From an optimization exercise on the open Yosys and OpenROAD flow, aimed at small area; shortcuts taken in it are not production practice.
Function was checked by simulation only, so behaviour that the tests miss may differ from the original.
Power and IR drop assume default switching activity.

== violet ==
// mg_node
module mg_node (
  input  logic              clk_in,
  input  logic              rst_in,
  input  logic              rx_valid,
  input  mg_pkg::data_t     rx_data,
  input  mg_pkg::keep_t     rx_keep,
  input  logic              rx_last,
  output logic              credit_return,
  output logic              dev_en,
  output mg_pkg::sn_t       dev_sn,
  output mg_pkg::ip_addr_t  mcgroup_addr,
  output mg_pkg::ip_port_t  mcgroup_port,
  output mg_pkg::mac_addr_t src_mac_addr,
  output mg_pkg::ip_addr_t  src_ip_addr,
  output mg_pkg::ip_port_t  src_port,
  output mg_pkg::sgap_t     local_sgap
);
export LEC_CHECK = 0
export ABC_AREA = 1
export CAP_MARGIN = 20
export CORE_MARGIN = 2
export CORE_UTILIZATION = 65
export SLEW_MARGIN = 20
create_clock -name core_clock -period 8.0 [get_ports {clk_in}]
standard.sh (not shown) runs the stock make flow with config.mk's settings and CLKGATE_MAP_FILE= SYNTH_SCRIPT=/design/flow/synth_recipe.tcl, a recipe that flattens the netlist after the stock synthesis.
==> flow/flow/run.sh <==
#!/bin/bash
# Layout flow: the standard synthesis, then the combinational logic between
# the (untouched) registers is remapped by ABC for area and proved equivalent
# to the standard netlist; then the standard ORFS layout with single-size port
# buffers and a clock tree of small buffers.
set -euo pipefail
F=$(pwd)/flow
R=$(pwd)/orfs/results/sky130hd/mg_node/base
LIB=$FLOW_HOME/platforms/sky130hd/lib/sky130_fd_sc_hd__tt_025C_1v80.lib

bash standard.sh synth > synth_std.log 2>&1

# --- remap combinational logic ---
cp $R/1_2_yosys.v $R/1_2_yosys.std.v
cat > resynth.ys <<EOY
read_liberty -ignore_miss_func $LIB
blackbox $(cat $F/seqcells.txt)
read_verilog $R/1_2_yosys.std.v
hierarchy -top $FLOW_TOP
flatten
opt_clean
abc -script $F/area.script -liberty $LIB $(cat $F/dontuse.txt) -D 8000
opt_clean -purge
hilomap -singleton -hicell sky130_fd_sc_hd__conb_1 HI -locell sky130_fd_sc_hd__conb_1 LO
splitnets
opt_clean -purge
stat -liberty $LIB
write_verilog -noattr -noexpr -nohex -nodec $R/1_2_yosys.new.v
EOY
ok=0
if yosys -l resynth.log -q resynth.ys > /dev/null 2>&1; then
  # combinational equivalence with the registers as cut points
  python3 $F/cutff.py $R/1_2_yosys.std.v eq_a.v $F/seqcells.txt
  python3 $F/cutff.py $R/1_2_yosys.new.v eq_b.v $F/seqcells.txt
  cat > eq.ys <<EOY
read_liberty -ignore_miss_func $LIB
read_verilog eq_a.v
rename $FLOW_TOP gold
read_verilog eq_b.v
rename $FLOW_TOP gate
flatten gold gate
miter -equiv -flatten gold gate miter
hierarchy -top miter
opt_clean
techmap
opt -fast
aigmap
write_aiger -zinit eq_miter.aig
EOY
  if yosys -l eq_yosys.log -q eq.ys > /dev/null 2>&1; then
    yosys-abc -c "read_aiger eq_miter.aig; strash; iprove" > eq_abc.log 2>&1 || true
    na=$(grep -c '^\s*sky130_fd_sc_hd__\(dfxtp\|edfxtp\|dfrtp\|dfxbp\)' $R/1_2_yosys.std.v || true)
    nb=$(grep -c '^\s*sky130_fd_sc_hd__\(dfxtp\|edfxtp\|dfrtp\|dfxbp\)' $R/1_2_yosys.new.v || true)
    if grep -q "^UNSATISFIABLE" eq_abc.log && [ "$na" = "$nb" ]; then ok=1; fi
  fi
fi
if [ $ok = 1 ]; then
  echo "remapped netlist proved equivalent; using it" > resynth_status.log
  cp $R/1_2_yosys.new.v $R/1_2_yosys.v
else
  echo "remap not used" > resynth_status.log
fi
rm -f $R/1_synth.odb
touch $R/1_2_yosys.v

export DONT_USE_CELLS="sky130_fd_sc_hd__buf_4 sky130_fd_sc_hd__buf_6 sky130_fd_sc_hd__buf_8 sky130_fd_sc_hd__buf_12 sky130_fd_sc_hd__buf_16"
export BUFFER_PORTS_ARGS="-buffer_cell sky130_fd_sc_hd__buf_1"
export CTS_ARGS="-sink_clustering_enable -repair_clock_nets -dont_use_dummy_load -sink_clustering_size 9 -sink_clustering_max_diameter 45 -buf_list {sky130_fd_sc_hd__clkbuf_4}"
bash standard.sh finish > standard.log 2>&1
Other scripts of this flow, unchanged in this note and not shown: flow/flow/area.script, flow/flow/cutff.py, flow/flow/dontuse.txt, flow/flow/seqcells.txt
violet: done, clean on timing, DRC and antenna
### violet -> zinc
- changing CORE_UTILIZATION from 65 to 45
-- flow/flow/run.sh --
<<< violet, line 65

export DONT_USE_CELLS="sky130_fd_sc_hd__buf_4 sky130_fd_sc_hd__buf_6 sky130_fd_sc_hd__buf_8 sky130_fd_sc_hd__buf_12 sky130_fd_sc_hd__buf_16"
export BUFFER_PORTS_ARGS="-buffer_cell sky130_fd_sc_hd__buf_1"
export CTS_ARGS="-sink_clustering_enable -repair_clock_nets -dont_use_dummy_load -sink_clustering_size 9 -sink_clustering_max_diameter 45 -buf_list {sky130_fd_sc_hd__clkbuf_4}"
>>> zinc, line 65

export DONT_USE_CELLS="sky130_fd_sc_hd__buf_4 sky130_fd_sc_hd__buf_6 sky130_fd_sc_hd__buf_8 sky130_fd_sc_hd__buf_12 sky130_fd_sc_hd__buf_16"
export GPL_KEEP_OVERFLOW=0
export BUFFER_PORTS_ARGS="-buffer_cell sky130_fd_sc_hd__buf_1"
export CTS_ARGS="-sink_clustering_enable -repair_clock_nets -dont_use_dummy_load -sink_clustering_size 9 -sink_clustering_max_diameter 45 -buf_list {sky130_fd_sc_hd__clkbuf_4}"
Notes after the runs:
zinc: full flow OK, the timing, DRC and antenna checks passed. The run showing the smaller wire length on met3 is zinc. Length in cells of the worst reg-to-reg path: violet and zinc compared, higher one is zinc. zinc reports a lower met3 usage than violet does. The non-clock buffer count reported for zinc is smaller than that of violet by 28. Re post-route cell area: zinc is about 2.2% up on violet. Number of iterations in the first detailed-routing pass: zinc vs violet up 1. On via density per instance, the lower figure sits with zinc, not violet.
Inputs modified between zinc and yarrow:
- CAP_MARGIN now 5, was 20
- SLEW_MARGIN now 5, was 20
- CORE_UTILIZATION now 65, was 45
==> flow/flow/run.sh <==
#!/bin/bash
# Layout flow: the standard synthesis, then the combinational logic between
# the (untouched) registers is remapped by ABC for area a few times, keeping
# the smallest netlist, which is proved equivalent to the standard netlist;
# then the standard ORFS layout with single-size port buffers and a clock tree
# of small buffers.
set -euo pipefail
F=$(pwd)/flow
R=$(pwd)/orfs/results/sky130hd/mg_node/base
LIB=$FLOW_HOME/platforms/sky130hd/lib/sky130_fd_sc_hd__tt_025C_1v80.lib

bash standard.sh synth > synth_std.log 2>&1
cp $R/1_2_yosys.v $R/1_2_yosys.std.v

# remap IN OUT TAG: one ABC area pass over the logic between the registers
remap() {
  cat > resynth_$3.ys <<EOY
read_liberty -ignore_miss_func $LIB
blackbox $(cat $F/seqcells.txt)
read_verilog $1
hierarchy -top $FLOW_TOP
flatten
opt_clean
abc -script $F/area.script -liberty $LIB $(cat $F/dontuse.txt) -D 8000
opt_clean -purge
hilomap -singleton -hicell sky130_fd_sc_hd__conb_1 HI -locell sky130_fd_sc_hd__conb_1 LO
splitnets
opt_clean -purge
stat -liberty $LIB
write_verilog -noattr -noexpr -nohex -nodec $2
EOY
  yosys -l resynth_$3.log -q resynth_$3.ys > /dev/null 2>&1 || return 1
  grep "Chip area for module" resynth_$3.log | tail -1 | awk '{print $NF}'
}

best=""; best_area=""; cur=$R/1_2_yosys.std.v
for i in 1 2 3 4 5 6; do
  out=$R/1_2_yosys.r$i.v
  if a=$(remap $cur $out $i); then
    echo "pass $i: $a" >> resynth_status.log
    if [ -z "$best" ] || awk "BEGIN{exit !($a < $best_area)}"; then best=$out; best_area=$a; fi
    cur=$out
  else
    echo "pass $i failed" >> resynth_status.log
    break
  fi
done

ok=0
if [ -n "$best" ]; then
  # combinational equivalence with the registers as cut points
  python3 $F/cutff.py $R/1_2_yosys.std.v eq_a.v $F/seqcells.txt
  python3 $F/cutff.py $best eq_b.v $F/seqcells.txt
  cat > eq.ys <<EOY
read_liberty -ignore_miss_func $LIB
read_verilog eq_a.v
rename $FLOW_TOP gold
read_verilog eq_b.v
rename $FLOW_TOP gate
flatten gold gate
miter -equiv -flatten gold gate miter
hierarchy -top miter
opt_clean
techmap
opt -fast
aigmap
write_aiger -zinit eq_miter.aig
EOY
  if yosys -l eq_yosys.log -q eq.ys > /dev/null 2>&1; then
    yosys-abc -c "read_aiger eq_miter.aig; strash; iprove" > eq_abc.log 2>&1 || true
    na=$(grep -c '^\s*sky130_fd_sc_hd__\(dfxtp\|edfxtp\|dfrtp\|dfxbp\)' $R/1_2_yosys.std.v || true)
    nb=$(grep -c '^\s*sky130_fd_sc_hd__\(dfxtp\|edfxtp\|dfrtp\|dfxbp\)' $best || true)
    if grep -q "^UNSATISFIABLE" eq_abc.log && [ "$na" = "$nb" ]; then ok=1; fi
  fi
fi
if [ $ok = 1 ]; then
  echo "using $best ($best_area), proved equivalent" >> resynth_status.log
  cp $best $R/1_2_yosys.v
else
  echo "remap not used" >> resynth_status.log
fi
rm -f $R/1_synth.odb
touch $R/1_2_yosys.v

export BUFFER_PORTS_ARGS="-buffer_cell sky130_fd_sc_hd__buf_1"
export CTS_ARGS="-sink_clustering_enable -repair_clock_nets -dont_use_dummy_load -sink_clustering_size 9 -sink_clustering_max_diameter 45 -buf_list {sky130_fd_sc_hd__clkbuf_4}"
bash standard.sh finish > standard.log 2>&1
Findings:
In the flow results for zinc and yarrow, the total core area is smaller on yarrow. Against zinc, the final cell area of yarrow is lower. Per the comparison of yarrow with zinc, transition at the pin with the smallest max-transition slack rose 220 ps, area used by multi-input combinational logic fell 3.5%, number of cells produced by synthesis about even, final estimated routing congestion in global placement rose 0.023. | power after layout | yarrow vs zinc | better |.
Relative to yarrow, the following input files were edited for indigo:
- a change of SLEW_MARGIN from 5 to 20
- a change of CORE_UTILIZATION from 65 to 55
- a change of CAP_MARGIN from 5 to 20
==> flow/flow/run.sh <==
#!/bin/bash
# Layout flow: the standard synthesis, then the combinational logic between
# the (untouched) registers is remapped by ABC for area and proved equivalent
# to the standard netlist; then the standard ORFS layout with single-size port
# buffers and a clock tree of small buffers.
set -euo pipefail
F=$(pwd)/flow
R=$(pwd)/orfs/results/sky130hd/mg_node/base
LIB=$FLOW_HOME/platforms/sky130hd/lib/sky130_fd_sc_hd__tt_025C_1v80.lib

bash standard.sh synth > synth_std.log 2>&1

# --- remap combinational logic ---
cp $R/1_2_yosys.v $R/1_2_yosys.std.v
cat > resynth.ys <<EOY
read_liberty -ignore_miss_func $LIB
blackbox $(cat $F/seqcells.txt)
read_verilog $R/1_2_yosys.std.v
hierarchy -top $FLOW_TOP
flatten
opt_clean
abc -script $F/area.script -liberty $LIB $(cat $F/dontuse.txt) -D 8000
opt_clean -purge
hilomap -singleton -hicell sky130_fd_sc_hd__conb_1 HI -locell sky130_fd_sc_hd__conb_1 LO
splitnets
opt_clean -purge
stat -liberty $LIB
write_verilog -noattr -noexpr -nohex -nodec $R/1_2_yosys.new.v
EOY
ok=0
if yosys -l resynth.log -q resynth.ys > /dev/null 2>&1; then
  # combinational equivalence with the registers as cut points
  python3 $F/cutff.py $R/1_2_yosys.std.v eq_a.v $F/seqcells.txt
  python3 $F/cutff.py $R/1_2_yosys.new.v eq_b.v $F/seqcells.txt
  cat > eq.ys <<EOY
read_liberty -ignore_miss_func $LIB
read_verilog eq_a.v
rename $FLOW_TOP gold
read_verilog eq_b.v
rename $FLOW_TOP gate
flatten gold gate
miter -equiv -flatten gold gate miter
hierarchy -top miter
opt_clean
techmap
opt -fast
aigmap
write_aiger -zinit eq_miter.aig
EOY
  if yosys -l eq_yosys.log -q eq.ys > /dev/null 2>&1; then
    yosys-abc -c "read_aiger eq_miter.aig; strash; iprove" > eq_abc.log 2>&1 || true
    na=$(grep -c '^\s*sky130_fd_sc_hd__\(dfxtp\|edfxtp\|dfrtp\|dfxbp\)' $R/1_2_yosys.std.v || true)
    nb=$(grep -c '^\s*sky130_fd_sc_hd__\(dfxtp\|edfxtp\|dfrtp\|dfxbp\)' $R/1_2_yosys.new.v || true)
    if grep -q "^UNSATISFIABLE" eq_abc.log && [ "$na" = "$nb" ]; then ok=1; fi
  fi
fi
if [ $ok = 1 ]; then
  echo "remapped netlist proved equivalent; using it" > resynth_status.log
  cp $R/1_2_yosys.new.v $R/1_2_yosys.v
else
  echo "remap not used" > resynth_status.log
fi
rm -f $R/1_synth.odb
touch $R/1_2_yosys.v

export DONT_USE_CELLS="sky130_fd_sc_hd__buf_4 sky130_fd_sc_hd__buf_6 sky130_fd_sc_hd__buf_8 sky130_fd_sc_hd__buf_12 sky130_fd_sc_hd__buf_16"
export BUFFER_PORTS_ARGS="-buffer_cell sky130_fd_sc_hd__buf_1"
export CTS_ARGS="-sink_clustering_enable -repair_clock_nets -dont_use_dummy_load -sink_clustering_size 9 -sink_clustering_max_diameter 45 -buf_list {sky130_fd_sc_hd__clkbuf_4}"
bash standard.sh finish > standard.log 2>&1
==> run notes <==
- | global placer's final weighted congestion | indigo vs yarrow | 3.9% higher |
- Total power after layout: indigo worse than yarrow
- Going from yarrow to indigo, synthesized area now larger, sequential share of layout area shows a reduction of 1.2 points, critical path depth up 4.
- Where area of all placed cells without fillers is concerned, yarrow is better than indigo.
- Diff indigo..yarrow | sequential power | negligible
- Taking yarrow over indigo, the combinational power ratio works out to 0.800.
- The higher met3 track demand over resource of yarrow and indigo is in yarrow.
The inputs of nickel differ from those of indigo as listed below.
- a change of CORE_UTILIZATION from 55 to 45
-- flow/flow/run.sh --
<<< indigo, line 64
touch $R/1_2_yosys.v

export DONT_USE_CELLS="sky130_fd_sc_hd__buf_4 sky130_fd_sc_hd__buf_6 sky130_fd_sc_hd__buf_8 sky130_fd_sc_hd__buf_12 sky130_fd_sc_hd__buf_16"
export BUFFER_PORTS_ARGS="-buffer_cell sky130_fd_sc_hd__buf_1"
export CTS_ARGS="-sink_clustering_enable -repair_clock_nets -dont_use_dummy_load -sink_clustering_size 9 -sink_clustering_max_diameter 45 -buf_list {sky130_fd_sc_hd__clkbuf_4}"
bash standard.sh finish > standard.log 2>&1
>>> nickel, line 64
touch $R/1_2_yosys.v

export BUFFER_PORTS_ARGS="-buffer_cell sky130_fd_sc_hd__buf_1"
export CTS_ARGS="-sink_clustering_enable -repair_clock_nets -dont_use_dummy_load -buf_list {sky130_fd_sc_hd__clkbuf_2}"
bash standard.sh finish > standard.log 2>&1
Results
Compared with indigo, nickel shows setup skew after layout higher by 58 ps.
Setup WNS indigo -> nickel: better
Looking at first-pass GRT wire length, nickel sits about 5% higher than indigo does.
Summary of nickel over indigo: fmax increased about 6%, headroom to the max-slew limit +8.5 points, share of total power in the clock network now larger, multi-input combinational cell area +0.36%.
nickel ended up with a lower global-route usage than indigo did.


mg_node, a different RTL version from the one above (not shown whole).
For scale: about 2,000 cells after synthesis, roughly 320 I/O pins, about 0.023 sq mm of cells after synthesis.
==> flow/config.mk <==
export PLATFORM = sky130hd
export DESIGN_NAME = mg_node
export DESIGN_NICKNAME = mg_node
export VERILOG_FILES = /design/flow/design.v
export SDC_FILE = /design/flow/constraint.sdc
export NUM_CORES = 8
export LEC_CHECK = 0
export ABC_AREA = 1
export CAP_MARGIN = 20
export CORE_MARGIN = 2
export CORE_UTILIZATION = 45
export SLEW_MARGIN = 20
==> flow/constraint.sdc <==
create_clock -name core_clock -period 8.0 [get_ports {clk_in}]
set_input_delay 1.6000 -clock core_clock [delete_from_list [all_inputs] [get_ports {clk_in}]]
set_output_delay 1.6000 -clock core_clock [all_outputs]
set_load 0.01 [all_outputs]
==> flow/flow/run.sh <==
#!/bin/bash
# Layout flow: the standard synthesis, then the combinational logic between
# the (untouched) registers is remapped by ABC for area and proved equivalent
# to the standard netlist; then the standard ORFS layout with single-size port
# buffers and a clock tree of small buffers.
set -euo pipefail
F=$(pwd)/flow
R=$(pwd)/orfs/results/sky130hd/mg_node/base
LIB=$FLOW_HOME/platforms/sky130hd/lib/sky130_fd_sc_hd__tt_025C_1v80.lib

bash standard.sh synth > synth_std.log 2>&1

# --- remap combinational logic ---
cp $R/1_2_yosys.v $R/1_2_yosys.std.v
cat > resynth.ys <<EOY
read_liberty -ignore_miss_func $LIB
blackbox $(cat $F/seqcells.txt)
read_verilog $R/1_2_yosys.std.v
hierarchy -top $FLOW_TOP
flatten
opt_clean
abc -script $F/area.script -liberty $LIB $(cat $F/dontuse.txt) -D 8000
opt_clean -purge
hilomap -singleton -hicell sky130_fd_sc_hd__conb_1 HI -locell sky130_fd_sc_hd__conb_1 LO
splitnets
opt_clean -purge
stat -liberty $LIB
write_verilog -noattr -noexpr -nohex -nodec $R/1_2_yosys.new.v
EOY
ok=0
if yosys -l resynth.log -q resynth.ys > /dev/null 2>&1; then
  # combinational equivalence with the registers as cut points
  python3 $F/cutff.py $R/1_2_yosys.std.v eq_a.v $F/seqcells.txt
  python3 $F/cutff.py $R/1_2_yosys.new.v eq_b.v $F/seqcells.txt
  cat > eq.ys <<EOY
read_liberty -ignore_miss_func $LIB
read_verilog eq_a.v
rename $FLOW_TOP gold
read_verilog eq_b.v
rename $FLOW_TOP gate
flatten gold gate
miter -equiv -flatten gold gate miter
hierarchy -top miter
opt_clean
techmap
opt -fast
aigmap
write_aiger -zinit eq_miter.aig
EOY
  if yosys -l eq_yosys.log -q eq.ys > /dev/null 2>&1; then
    yosys-abc -c "read_aiger eq_miter.aig; strash; iprove" > eq_abc.log 2>&1 || true
    na=$(grep -c '^\s*sky130_fd_sc_hd__\(dfxtp\|edfxtp\|dfrtp\|dfxbp\)' $R/1_2_yosys.std.v || true)
    nb=$(grep -c '^\s*sky130_fd_sc_hd__\(dfxtp\|edfxtp\|dfrtp\|dfxbp\)' $R/1_2_yosys.new.v || true)
    if grep -q "^UNSATISFIABLE" eq_abc.log && [ "$na" = "$nb" ]; then ok=1; fi
  fi
fi
if [ $ok = 1 ]; then
  echo "remapped netlist proved equivalent; using it" > resynth_status.log
  cp $R/1_2_yosys.new.v $R/1_2_yosys.v
else
  echo "remap not used" > resynth_status.log
fi
rm -f $R/1_synth.odb
touch $R/1_2_yosys.v

export BUFFER_PORTS_ARGS="-buffer_cell sky130_fd_sc_hd__buf_1"
export CTS_ARGS="-sink_clustering_enable -repair_clock_nets -dont_use_dummy_load -sink_clustering_size 9 -sink_clustering_max_diameter 45 -buf_list {sky130_fd_sc_hd__clkbuf_4}"
bash standard.sh finish > standard.log 2>&1
Other scripts of this flow, unchanged in this note and not shown: flow/flow/area.script, flow/flow/cutff.py, flow/flow/dontuse.txt, flow/flow/seqcells.txt
Next try:
--- a/flow/flow/run.sh
+++ b/flow/flow/run.sh
@@ -65,4 +65,4 @@
 
 export BUFFER_PORTS_ARGS="-buffer_cell sky130_fd_sc_hd__buf_1"
-export CTS_ARGS="-sink_clustering_enable -repair_clock_nets -dont_use_dummy_load -sink_clustering_size 9 -sink_clustering_max_diameter 45 -buf_list {sky130_fd_sc_hd__clkbuf_4}"
+export CTS_ARGS="-sink_clustering_enable -repair_clock_nets -dont_use_dummy_load -buf_list {sky130_fd_sc_hd__clkbuf_4}"
 bash standard.sh finish > standard.log 2>&1
Maximum frequency is higher by about 1.6%. Sequential share of layout area is lower by 1.2 points. Routed wire length is higher by 0.77%. Global-route usage is higher by 0.48 points. Die area stays the same. Combinational power is about the same. Power is higher by 8.8%. Worst setup slack gets better by 89 ps. Cell area is higher by about 2%. Worst hold slack gets worse by 5.0 ps.
Next try:
--- a/flow/flow/run.sh
+++ b/flow/flow/run.sh
@@ -65,4 +65,4 @@
 
 export BUFFER_PORTS_ARGS="-buffer_cell sky130_fd_sc_hd__buf_1"
-export CTS_ARGS="-sink_clustering_enable -repair_clock_nets -dont_use_dummy_load -buf_list {sky130_fd_sc_hd__clkbuf_4}"
+export CTS_ARGS="-sink_clustering_enable -repair_clock_nets -dont_use_dummy_load -sink_clustering_size 18 -sink_clustering_max_diameter 60 -buf_list {sky130_fd_sc_hd__clkbuf_8}"
 bash standard.sh finish > standard.log 2>&1
The new run completed without violations.
Final area falls by a few percent.
Worst setup slack improved by 56 ps.
Total power falls by a little under a tenth.
Hold slack is about the same.
Combinational power falls slightly.
Critical path depth is unchanged.
Cell count falls by a few percent.
Core utilization falls by 1.1 points.
First-iteration DRC count rises by a few percent.
Global-route usage falls by 0.80 points.
Next try:
--- a/flow/flow/run.sh
+++ b/flow/flow/run.sh
@@ -65,4 +65,4 @@
 
 export BUFFER_PORTS_ARGS="-buffer_cell sky130_fd_sc_hd__buf_1"
-export CTS_ARGS="-sink_clustering_enable -repair_clock_nets -dont_use_dummy_load -sink_clustering_size 18 -sink_clustering_max_diameter 60 -buf_list {sky130_fd_sc_hd__clkbuf_8}"
+export CTS_ARGS="-sink_clustering_enable -repair_clock_nets -dont_use_dummy_load -buf_list {sky130_fd_sc_hd__clkbuf_2}"
 bash standard.sh finish > standard.log 2>&1
Utilization rises by 0.33 points.
Via count rises by 2.6%.
Cell count rises by 3.7%.
Design area rises by 0.63%.
Setup slack degrades by 71 ps.
Clock skew rises by 76 ps.
Clock power rises by about 8%.
Synthesized area is unchanged.

-- re-timing with driven ports --
In the flow no input, the clock included, has a driving cell. The finished layouts below were timed again as built, in two steps. Step 1, drivers: a clkbuf_16 drives clk_in and a buf_2 each remaining input, both assumed. Step 2 also shifts input and output timing later by t, the mid clock arrival at the registers, as if the neighbouring blocks saw the same clock. Three values: ideal, step 1, step 2; two values: the first two.
| run | t, ns | slack for setup (ns) | hold WS [ns] | latest minus earliest clock arrival (ns) |
|---|---|---|---|---|
| violet | 0.839 | 1.457 / 1.489 / 0.651 | 0.449 / 0.449 / 0.449 | 0.105 / 0.105 |
| zinc | 0.877 | 0.945 / 0.968 / 0.091 | 0.420 / 0.420 / 0.420 | 0.120 / 0.120 |
| yarrow | 0.820 | 1.784 / 1.810 / 0.990 | 0.429 / 0.429 / 0.429 | 0.096 / 0.096 |
| indigo | 0.825 | 1.386 / 1.420 / 0.595 | 0.430 / 0.430 / 0.430 | 0.107 / 0.107 |
| nickel | 1.318 | 1.781 / 1.814 / 0.496 | 0.379 / 0.379 / 0.379 | 0.165 / 0.166 |
| the first run of note 2 | 0.842 | 2.352 / 2.352 / 2.106 | 0.438 / 0.438 / 0.438 | 0.091 / 0.091 |
| the second run of note 2 | 1.008 | 2.441 / 2.441 / 2.135 | 0.433 / 0.433 / 0.433 | 0.105 / 0.105 |
| the third run of note 2 | 0.698 | 2.497 / 2.497 / 2.196 | 0.433 / 0.433 / 0.433 | 0.064 / 0.065 |
| the fourth run of note 2 | 1.306 | 2.426 / 2.426 / 2.103 | 0.435 / 0.435 / 0.435 | 0.163 / 0.162 |
After both steps setup and hold are still met in every run listed. The setup slack of nickel, which loses most, moves by +0.033 ns with the drivers and by -1.285 ns with both steps.
